Context: an optimization exercise on an open-source flow, tuned for small area, a short achievable clock period and few clock cycles per item. The choices shown serve that exercise and are no tape-out recipe.
In this exercise RTL edits were held to simulation tests only and were not proved equivalent to the original.

==> 05-09 <==
==> flow/design.v <==
package mavg_pkg;
    localparam int WINDOW_MAX  = 32;
    localparam int SAMPLE_BITS = 16;
    localparam int SLOT_BITS   = $clog2(WINDOW_MAX);        
    localparam int SUM_BITS    = SAMPLE_BITS + SLOT_BITS;   
    localparam int CFG_BITS    = 6;
    localparam logic [SLOT_BITS-1:0] WKK_RESET = SLOT_BITS'(4);
endpackage
module mavg_sub7 (
    input  logic [6:0] t,
    input  logic [6:0] x,
    output logic       ge,      
    output logic [4:0] d        
);
    logic [6:0] g, p;
    logic [6:0] c;      
    assign g = t & ~x;
    assign p = ~(t ^ x);
    logic g10, p10, g32, p32, g30, p30, g54, p54, g64;
    assign g10 = g[1] | (p[1] & g[0]);
    assign p10 = p[1] & p[0];
    assign g32 = g[3] | (p[3] & g[2]);
    assign p32 = p[3] & p[2];
    assign g30 = g32 | (p32 & g10);
    assign p30 = p32 & p10;
    assign g54 = g[5] | (p[5] & g[4]);
    assign p54 = p[5] & p[4];
    assign c[0] = 1'b0;
    assign c[1] = g[0];
    assign c[2] = g10;
    assign c[3] = g[2] | (p[2] & g10);
    assign c[4] = g30;
    assign c[5] = g[4] | (p[4] & g30);
    assign c[6] = g54 | (p54 & g30);
    assign ge   = g[6] | (p[6] & c[6]);
    assign d    = p[4:0] ^ c[4:0];
endmodule
module mavg_div_step4 (
    input  logic [4:0]  rem_i,    
    input  logic [15:0] d_i,      
    input  logic [4:0]  kk,       
    input  logic [6:0]  k3m,      
    output logic [4:0]  rem_o,
    output logic [15:0] d_o
);
    logic [6:0] t;
    logic       ge1, ge2, ge3;
    logic [4:0] d1, d2, d3;
    logic [1:0] q;
    assign t = {rem_i, d_i[15:14]};
    mavg_sub7 u1 (.t(t), .x({2'b00, kk}),       .ge(ge1), .d(d1));
    mavg_sub7 u2 (.t(t), .x({1'b0, kk, 1'b1}),  .ge(ge2), .d(d2));
    mavg_sub7 u3 (.t(t), .x(k3m),               .ge(ge3), .d(d3));
    assign q[1] = ge2;
    assign q[0] = ge3 | (ge1 & ~ge2);
    assign rem_o = ({5{ge3}} & d3)
                 | ({5{ge2 & ~ge3}} & d2)
                 | ({5{ge1 & ~ge2}} & d1)
                 | ({5{~ge1}} & t[4:0]);
    assign d_o   = {d_i[13:0], q};
endmodule
module moving_average_filter_core (
    input  logic                             clk,
    input  logic                             rst_n,
    input  logic                             cfg_we,
    input  logic [mavg_pkg::CFG_BITS-1:0]    cfg_wdata,
    input  logic                             s_tvalid,
    output logic                             s_tready,
    input  logic [mavg_pkg::SAMPLE_BITS-1:0] s_tdata,    
    input  logic                             s_tuser,    
    output logic                             m_tvalid,
    input  logic                             m_tready,
    output logic [mavg_pkg::SAMPLE_BITS-1:0] m_tdata     
);
    localparam int SB = mavg_pkg::SUM_BITS;
    logic        en;
    logic        out_v, skid_v;
    logic [15:0] out_d, skid_d;
    logic        live0;
    logic        rdy_q;      
    logic        hen_q;      
    logic        skid_v_nx;
    logic        v0;
    assign en       = !skid_v;
    assign s_tready = rdy_q;
    always_ff @(posedge clk or negedge rst_n)
    begin
        if (!rst_n)
        begin
            live0 <= 1'b0;
            rdy_q <= 1'b0;
            hen_q <= 1'b0;
        end
        else
        begin
            live0 <= 1'b1;
            rdy_q <= !skid_v_nx && live0;
            hen_q <= !skid_v_nx && (en ? (s_tvalid && rdy_q) : v0);
        end
    end
    logic [4:0] wkk;
    always_ff @(posedge clk or negedge rst_n)
    begin
        if (!rst_n)
            wkk <= mavg_pkg::WKK_RESET;
        else if (cfg_we)
        begin
            if (cfg_wdata == 6'd0)
                wkk <= 5'd0;
            else if (cfg_wdata > 6'd32)
                wkk <= 5'd31;
            else
                wkk <= 5'(cfg_wdata - 6'd1);
        end
    end
    logic [15:0] x0;
    logic [4:0]  k0;       
    logic [7:0]  k0lo;     
    logic [3:0]  k0hi;     
    logic [4:0]  c5;
    logic [4:0]  kn;
    always_ff @(posedge clk or negedge rst_n)
    begin
        if (!rst_n)
        begin
            v0 <= 1'b0;
            c5 <= 5'd0;
        end
        else if (en)
        begin
            v0 <= s_tvalid && rdy_q;
            if (s_tvalid && rdy_q)
            begin
                if (s_tuser)
                    c5 <= 5'd1;
                else if (c5 != 5'd31)
                    c5 <= c5 + 5'd1;
            end
        end
    end
    assign kn = s_tuser ? 5'd0 : ((c5 < wkk) ? c5 : wkk);
    always_ff @(posedge clk)
    begin
        if (en)
        begin
            x0   <= s_tdata;
            k0   <= kn;
            k0lo <= 8'd1 << kn[2:0];
            k0hi <= 4'd1 << kn[4:3];
        end
    end
    logic [SB-1:0] acc;
    logic [SB-1:0] h [32];     
    logic [SB-1:0] hv [32];
    logic          v1;
    logic [SB-1:0] m1;
    logic [4:0]    kk1;
    always_ff @(posedge clk or negedge rst_n)
    begin
        if (!rst_n)
            acc <= '0;
        else if (hen_q)
            acc <= acc + {{(SB-16){1'b0}}, ~x0[15], x0[14:0]};
    end
    always_ff @(posedge clk)
    begin
        if (hen_q)
        begin
            h[1] <= acc;
            for (int j = 2; j < 32; j++)
                h[j] <= h[j-1];
        end
    end
    always_comb
    begin
        hv[0] = acc;
        for (int j = 1; j < 32; j++)
            hv[j] = h[j];
    end
    logic [SB-1:0] msel;
    always_comb
    begin
        msel = '0;
        for (int j = 0; j < 32; j++)
            msel = msel | (hv[j] & {SB{k0hi[j/8] & k0lo[j%8]}});
    end
    always_ff @(posedge clk or negedge rst_n)
    begin
        if (!rst_n)
            v1 <= 1'b0;
        else if (en)
            v1 <= v0;
    end
    always_ff @(posedge clk)
    begin
        if (en)
        begin
            m1  <= msel;
            kk1 <= k0;
        end
    end
    logic [4:0]  rem_a [9];
    logic [15:0] d_a   [9];
    logic [4:0]  rem_b [9];
    logic [15:0] d_b   [9];
    logic [4:0]  kk_b  [9];
    logic [6:0]  k3_b  [9];
    logic        v_b   [9];
    logic [SB-1:0] nsum;
    assign nsum = acc - m1;
    assign rem_a[0] = nsum[20:16];
    assign d_a[0]   = nsum[15:0];
    genvar p;
    generate
        for (p = 0; p < 9; p++)
        begin : g_pos
            logic [4:0] kk_a;
            logic [6:0] k3_a;
            logic       v_a;
            if (p == 0)
            begin : g_first
                assign kk_a = kk1;
                assign k3_a = 7'({kk1, 1'b0}) + 7'({2'b00, kk1}) + 7'd2;
                assign v_a  = v1;
            end
            else
            begin : g_step
                mavg_div_step4 u_step (
                    .rem_i (rem_b[p-1]),
                    .d_i   (d_b[p-1]),
                    .kk    (kk_b[p-1]),
                    .k3m   (k3_b[p-1]),
                    .rem_o (rem_a[p]),
                    .d_o   (d_a[p])
                );
                assign kk_a = kk_b[p-1];
                assign k3_a = k3_b[p-1];
                assign v_a  = v_b[p-1];
            end
            always_ff @(posedge clk or negedge rst_n)
            begin
                if (!rst_n)
                    v_b[p] <= 1'b0;
                else if (en)
                    v_b[p] <= v_a;
            end
            always_ff @(posedge clk)
            begin
                if (en)
                begin
                    rem_b[p] <= rem_a[p];
                    d_b[p]   <= d_a[p];
                    kk_b[p]  <= kk_a;
                    k3_b[p]  <= k3_a;
                end
            end
        end
    endgenerate
    logic [15:0] res;
    assign res = {~d_b[8][15], d_b[8][14:0]}
               + {15'd0, (~d_b[8][15] && (rem_b[8] != 5'd0))};
    always_comb
    begin
        if (skid_v)
            skid_v_nx = !m_tready;
        else
            skid_v_nx = out_v && !m_tready && v_b[8];
    end
    always_ff @(posedge clk or negedge rst_n)
    begin
        if (!rst_n)
        begin
            out_v  <= 1'b0;
            skid_v <= 1'b0;
        end
        else if (skid_v)
        begin
            if (m_tready)
                skid_v <= 1'b0;
        end
        else if (!out_v || m_tready)
            out_v <= v_b[8];
        else if (v_b[8])
            skid_v <= 1'b1;
    end
    always_ff @(posedge clk)
    begin
        if (skid_v)
        begin
            if (m_tready)
                out_d <= skid_d;
        end
        else if (!out_v || m_tready)
        begin
            if (v_b[8])
                out_d <= res;
        end
        else if (v_b[8])
            skid_d <= res;
    end
    assign m_tvalid = out_v;
    assign m_tdata  = out_d;
endmodule
==> flow/run.sh <==
#!/bin/bash
# synth_recipe.tcl (not shown) runs the flow's synth.tcl, then flattens the netlist and writes it again
# the make line also repeats each setting of config.mk as NAME=value (left out here)
make -C /OpenROAD-flow-scripts/flow DESIGN_CONFIG=/design/flow/config.mk WORK_HOME=/design/flow/orfs CLKGATE_MAP_FILE= SYNTH_SCRIPT=/design/flow/synth_recipe.tcl finish
==> flow/config.mk <==
export PLATFORM = sky130hd
export DESIGN_NAME = moving_average_filter_core
export DESIGN_NICKNAME = moving_average_filter_core
export VERILOG_FILES = /design/flow/design.v
export SDC_FILE = /design/flow/constraint.sdc
export NUM_CORES = 4
export LEC_CHECK = 0
export CAP_MARGIN = 20
export CORE_MARGIN = 2
export CORE_UTILIZATION = 40
export SETUP_SLACK_MARGIN = 4.5
export SLEW_MARGIN = 20
==> flow/constraint.sdc <==
create_clock -name core_clock -period 7.0 [get_ports {clk}]
set_input_delay 1.4000 -clock core_clock [delete_from_list [all_inputs] [get_ports {clk}]]
set_output_delay 1.4000 -clock core_clock [all_outputs]
set_load 0.01 [all_outputs]
==> 03-01 (differences from 05-09) <==
--- a/flow/design.v
+++ b/flow/design.v
@@ -7,15 +7,19 @@
     localparam logic [SLOT_BITS-1:0] WKK_RESET = SLOT_BITS'(4);
 endpackage
-module mavg_sub7 (
-    input  logic [6:0] t,
-    input  logic [6:0] x,
-    output logic       ge,      
-    output logic [4:0] d        
+module mavg_div_step (
+    input  logic [4:0]  rem_i,    
+    input  logic [15:0] d_i,      
+    input  logic [4:0]  kk,       
+    output logic [4:0]  rem_o,
+    output logic [15:0] d_o
 );
-    logic [6:0] g, p;
-    logic [6:0] c;      
-    assign g = t & ~x;
-    assign p = ~(t ^ x);
-    logic g10, p10, g32, p32, g30, p30, g54, p54, g64;
+    logic [5:0] t;
+    logic [5:0] g, p;      
+    logic [5:0] c;         
+    logic       ge;
+    assign t = {rem_i, d_i[15]};
+    assign g = {t[5], t[4:0] & ~kk};
+    assign p = {~t[5], ~(t[4:0] ^ kk)};
+    logic g10, p10, g32, p32, g30, p30, g54, p54;
     assign g10 = g[1] | (p[1] & g[0]);
     assign p10 = p[1] & p[0];
@@ -23,7 +27,5 @@
     assign p32 = p[3] & p[2];
     assign g30 = g32 | (p32 & g10);
-    assign p30 = p32 & p10;
     assign g54 = g[5] | (p[5] & g[4]);
-    assign p54 = p[5] & p[4];
     assign c[0] = 1'b0;
     assign c[1] = g[0];
@@ -32,31 +34,13 @@
     assign c[4] = g30;
     assign c[5] = g[4] | (p[4] & g30);
-    assign c[6] = g54 | (p54 & g30);
-    assign ge   = g[6] | (p[6] & c[6]);
-    assign d    = p[4:0] ^ c[4:0];
-endmodule
-module mavg_div_step4 (
-    input  logic [4:0]  rem_i,    
-    input  logic [15:0] d_i,      
-    input  logic [4:0]  kk,       
-    input  logic [6:0]  k3m,      
-    output logic [4:0]  rem_o,
-    output logic [15:0] d_o
-);
-    logic [6:0] t;
-    logic       ge1, ge2, ge3;
-    logic [4:0] d1, d2, d3;
-    logic [1:0] q;
-    assign t = {rem_i, d_i[15:14]};
-    mavg_sub7 u1 (.t(t), .x({2'b00, kk}),       .ge(ge1), .d(d1));
-    mavg_sub7 u2 (.t(t), .x({1'b0, kk, 1'b1}),  .ge(ge2), .d(d2));
-    mavg_sub7 u3 (.t(t), .x(k3m),               .ge(ge3), .d(d3));
-    assign q[1] = ge2;
-    assign q[0] = ge3 | (ge1 & ~ge2);
-    assign rem_o = ({5{ge3}} & d3)
-                 | ({5{ge2 & ~ge3}} & d2)
-                 | ({5{ge1 & ~ge2}} & d1)
-                 | ({5{~ge1}} & t[4:0]);
-    assign d_o   = {d_i[13:0], q};
+    assign ge   = g54 | (p[5] & p[4] & g30);
+    for (genvar i = 0; i < 5; i++)
+    begin : g_bit
+        logic take_inv, keep;
+        assign take_inv = ge & c[i];
+        assign keep     = ge ? p[i] : t[i];
+        assign rem_o[i] = take_inv ? ~p[i] : keep;
+    end
+    assign d_o   = {d_i[14:0], ge};
 endmodule
 module moving_average_filter_core (
@@ -74,4 +58,5 @@
 );
     localparam int SB = mavg_pkg::SUM_BITS;
+    localparam logic [16:0] CUT = 17'b1_1111_1111_1111_1111;
     logic        en;
     logic        out_v, skid_v;
@@ -200,64 +185,65 @@
         end
     end
-    logic [4:0]  rem_a [9];
-    logic [15:0] d_a   [9];
-    logic [4:0]  rem_b [9];
-    logic [15:0] d_b   [9];
-    logic [4:0]  kk_b  [9];
-    logic [6:0]  k3_b  [9];
-    logic        v_b   [9];
+    logic [4:0]  rem_a [17];
+    logic [15:0] d_a   [17];
+    logic [4:0]  kk_a  [17];
+    logic        v_a   [17];
+    logic [4:0]  rem_b [17];
+    logic [15:0] d_b   [17];
+    logic [4:0]  kk_b  [17];
+    logic        v_b   [17];
     logic [SB-1:0] nsum;
     assign nsum = acc - m1;
     assign rem_a[0] = nsum[20:16];
     assign d_a[0]   = nsum[15:0];
+    assign kk_a[0]  = kk1;
+    assign v_a[0]   = v1;
     genvar p;
     generate
-        for (p = 0; p < 9; p++)
+        for (p = 0; p < 17; p++)
         begin : g_pos
-            logic [4:0] kk_a;
-            logic [6:0] k3_a;
-            logic       v_a;
-            if (p == 0)
-            begin : g_first
-                assign kk_a = kk1;
-                assign k3_a = 7'({kk1, 1'b0}) + 7'({2'b00, kk1}) + 7'd2;
-                assign v_a  = v1;
-            end
-            else
+            if (p > 0)
             begin : g_step
-                mavg_div_step4 u_step (
+                mavg_div_step u_step (
                     .rem_i (rem_b[p-1]),
                     .d_i   (d_b[p-1]),
                     .kk    (kk_b[p-1]),
-                    .k3m   (k3_b[p-1]),
                     .rem_o (rem_a[p]),
                     .d_o   (d_a[p])
                 );
-                assign kk_a = kk_b[p-1];
-                assign k3_a = k3_b[p-1];
-                assign v_a  = v_b[p-1];
-            end
-            always_ff @(posedge clk or negedge rst_n)
-            begin
-                if (!rst_n)
-                    v_b[p] <= 1'b0;
-                else if (en)
-                    v_b[p] <= v_a;
-            end
-            always_ff @(posedge clk)
-            begin
-                if (en)
+                assign kk_a[p] = kk_b[p-1];
+                assign v_a[p]  = v_b[p-1];
+            end
+            if (CUT[p])
+            begin : g_reg
+                always_ff @(posedge clk or negedge rst_n)
                 begin
-                    rem_b[p] <= rem_a[p];
-                    d_b[p]   <= d_a[p];
-                    kk_b[p]  <= kk_a;
-                    k3_b[p]  <= k3_a;
+                    if (!rst_n)
+                        v_b[p] <= 1'b0;
+                    else if (en)
+                        v_b[p] <= v_a[p];
                 end
+                always_ff @(posedge clk)
+                begin
+                    if (en)
+                    begin
+                        rem_b[p] <= rem_a[p];
+                        d_b[p]   <= d_a[p];
+                        kk_b[p]  <= kk_a[p];
+                    end
+                end
+            end
+            else
+            begin : g_wire
+                assign v_b[p]   = v_a[p];
+                assign rem_b[p] = rem_a[p];
+                assign d_b[p]   = d_a[p];
+                assign kk_b[p]  = kk_a[p];
             end
         end
     endgenerate
     logic [15:0] res;
-    assign res = {~d_b[8][15], d_b[8][14:0]}
-               + {15'd0, (~d_b[8][15] && (rem_b[8] != 5'd0))};
+    assign res = {~d_b[16][15], d_b[16][14:0]}
+               + {15'd0, (~d_b[16][15] && (rem_b[16] != 5'd0))};
     always_comb
     begin
@@ -265,5 +251,5 @@
             skid_v_nx = !m_tready;
         else
-            skid_v_nx = out_v && !m_tready && v_b[8];
+            skid_v_nx = out_v && !m_tready && v_b[16];
     end
     always_ff @(posedge clk or negedge rst_n)
@@ -280,6 +266,6 @@
         end
         else if (!out_v || m_tready)
-            out_v <= v_b[8];
-        else if (v_b[8])
+            out_v <= v_b[16];
+        else if (v_b[16])
             skid_v <= 1'b1;
     end
@@ -293,8 +279,8 @@
         else if (!out_v || m_tready)
         begin
-            if (v_b[8])
+            if (v_b[16])
                 out_d <= res;
         end
-        else if (v_b[8])
+        else if (v_b[16])
             skid_d <= res;
     end
CORE_UTILIZATION = 60   (was 40)
==> 10-18 (differences from 05-09) <==
--- a/flow/design.v
+++ b/flow/design.v
@@ -115,7 +115,7 @@
     end
     logic [15:0] x0;
-    logic [4:0]  k0;       
     logic [7:0]  k0lo;     
     logic [3:0]  k0hi;     
+    logic [4:0]  k0;       
     logic [4:0]  c5;
     logic [4:0]  kn;
@@ -145,9 +145,12 @@
         begin
             x0   <= s_tdata;
-            k0   <= kn;
             k0lo <= 8'd1 << kn[2:0];
             k0hi <= 4'd1 << kn[4:3];
         end
     end
+    assign k0 = {k0hi[2] | k0hi[3], k0hi[1] | k0hi[3],
+                 k0lo[4] | k0lo[5] | k0lo[6] | k0lo[7],
+                 k0lo[2] | k0lo[3] | k0lo[6] | k0lo[7],
+                 k0lo[1] | k0lo[3] | k0lo[5] | k0lo[7]};
     logic [SB-1:0] acc;
     logic [SB-1:0] h [32];     
==> results_dict.tcl <==
set metrics [dict create \
    global_route_wire_length_before_repair_um 154000 \
    syn_inst 2884 \
    drt-wirelength-per-cell_um 21.8 \
    multi_input_combinational_cell_count 1483 \
    internal_power_w 0.0170 \
    m1WireLength_um 41600 \
    clock_buffers 131 \
    power.sequential.total_w 0.0110 \
    status "no timing/DRC/antenna violations" \
    worst_hold_path.endpoint "d_b[8][5]" \
]
The numbers above come from 10-18.

==> results_dict.tcl <==
set metrics [dict create \
    multi_input_combinational_cell_count 1498 \
    path_delay_family "flip-flops" \
    drt-wirelength-per-cell_um 22.0 \
    global_route_wire_length_before_repair_um 153000 \
    clock_buffers 125 \
    internal_power_w 0.0170 \
    power.sequential.total_w 0.0110 \
    syn_inst 2888 \
    number_of_enable_flip_flop_cells_after_synthesis 1019 \
    status "no timing/DRC/antenna violations" \
]
The numbers above come from 05-09.

==> results_dict.tcl <==
set metrics [dict create \
    global_route_wire_length_before_repair_um 155000 \
    multi_input_combinational_cell_count 1363 \
    clock_buffers 148 \
    status "no timing/DRC/antenna violations" \
    drt-wirelength-per-cell_um 24.9 \
    power.sequential.total_w 0.0130 \
    syn_inst 2862 \
    m1WireLength_um 43900 \
    worst_hold_path.endpoint "d_b[12][15]" \
]
The numbers above come from 03-01.

Testbench counts of 05-09, summed over its fixed seeds: cycles 2,576, items 2,400.
Testbench counts of 03-01, summed over its fixed seeds: cycles 2,640, items 2,400.
Testbench counts of 10-18, summed over its fixed seeds: cycles 2,576, items 2,400.

-- afterwards: timing with drivers on the ports --
How much do the figures lean on ideal ports? The routed layouts below were timed once more, with nothing changed but the port constraints.
Step 1 sets driving cells, clkbuf_16 on the clock port and buf_2 on the other inputs (assumed; they add their load-dependent delay and slew).
Step 2, shift: input delay + t, output delay - t, t = (earliest + latest rising clock arrival at the registers) / 2. This alone moves slack from input paths to output paths.
Three values: ideal ports, drivers, drivers and shift; two values: the first two.
| run | t (ns) | setup WS [ns] | hold slack, ns | worst setup path at the end |
|---|---|---|---|---|
| 05-09 | 0.733 | 4.414 / 4.343 / 3.966 | 0.396 / 0.396 / 0.396 | input to register |
| 03-01 | 0.740 | 4.341 / 4.278 / 3.912 | 0.411 / 0.411 / 0.411 | input to register |
| 10-18 | 0.750 | 4.363 / 4.295 / 3.978 | 0.417 / 0.417 / 0.417 | input to register |
After both steps every run listed still meets setup and hold. The setup slack of 05-09, which loses most, moves by -0.071 ns with the drivers and by -0.448 ns with both steps.
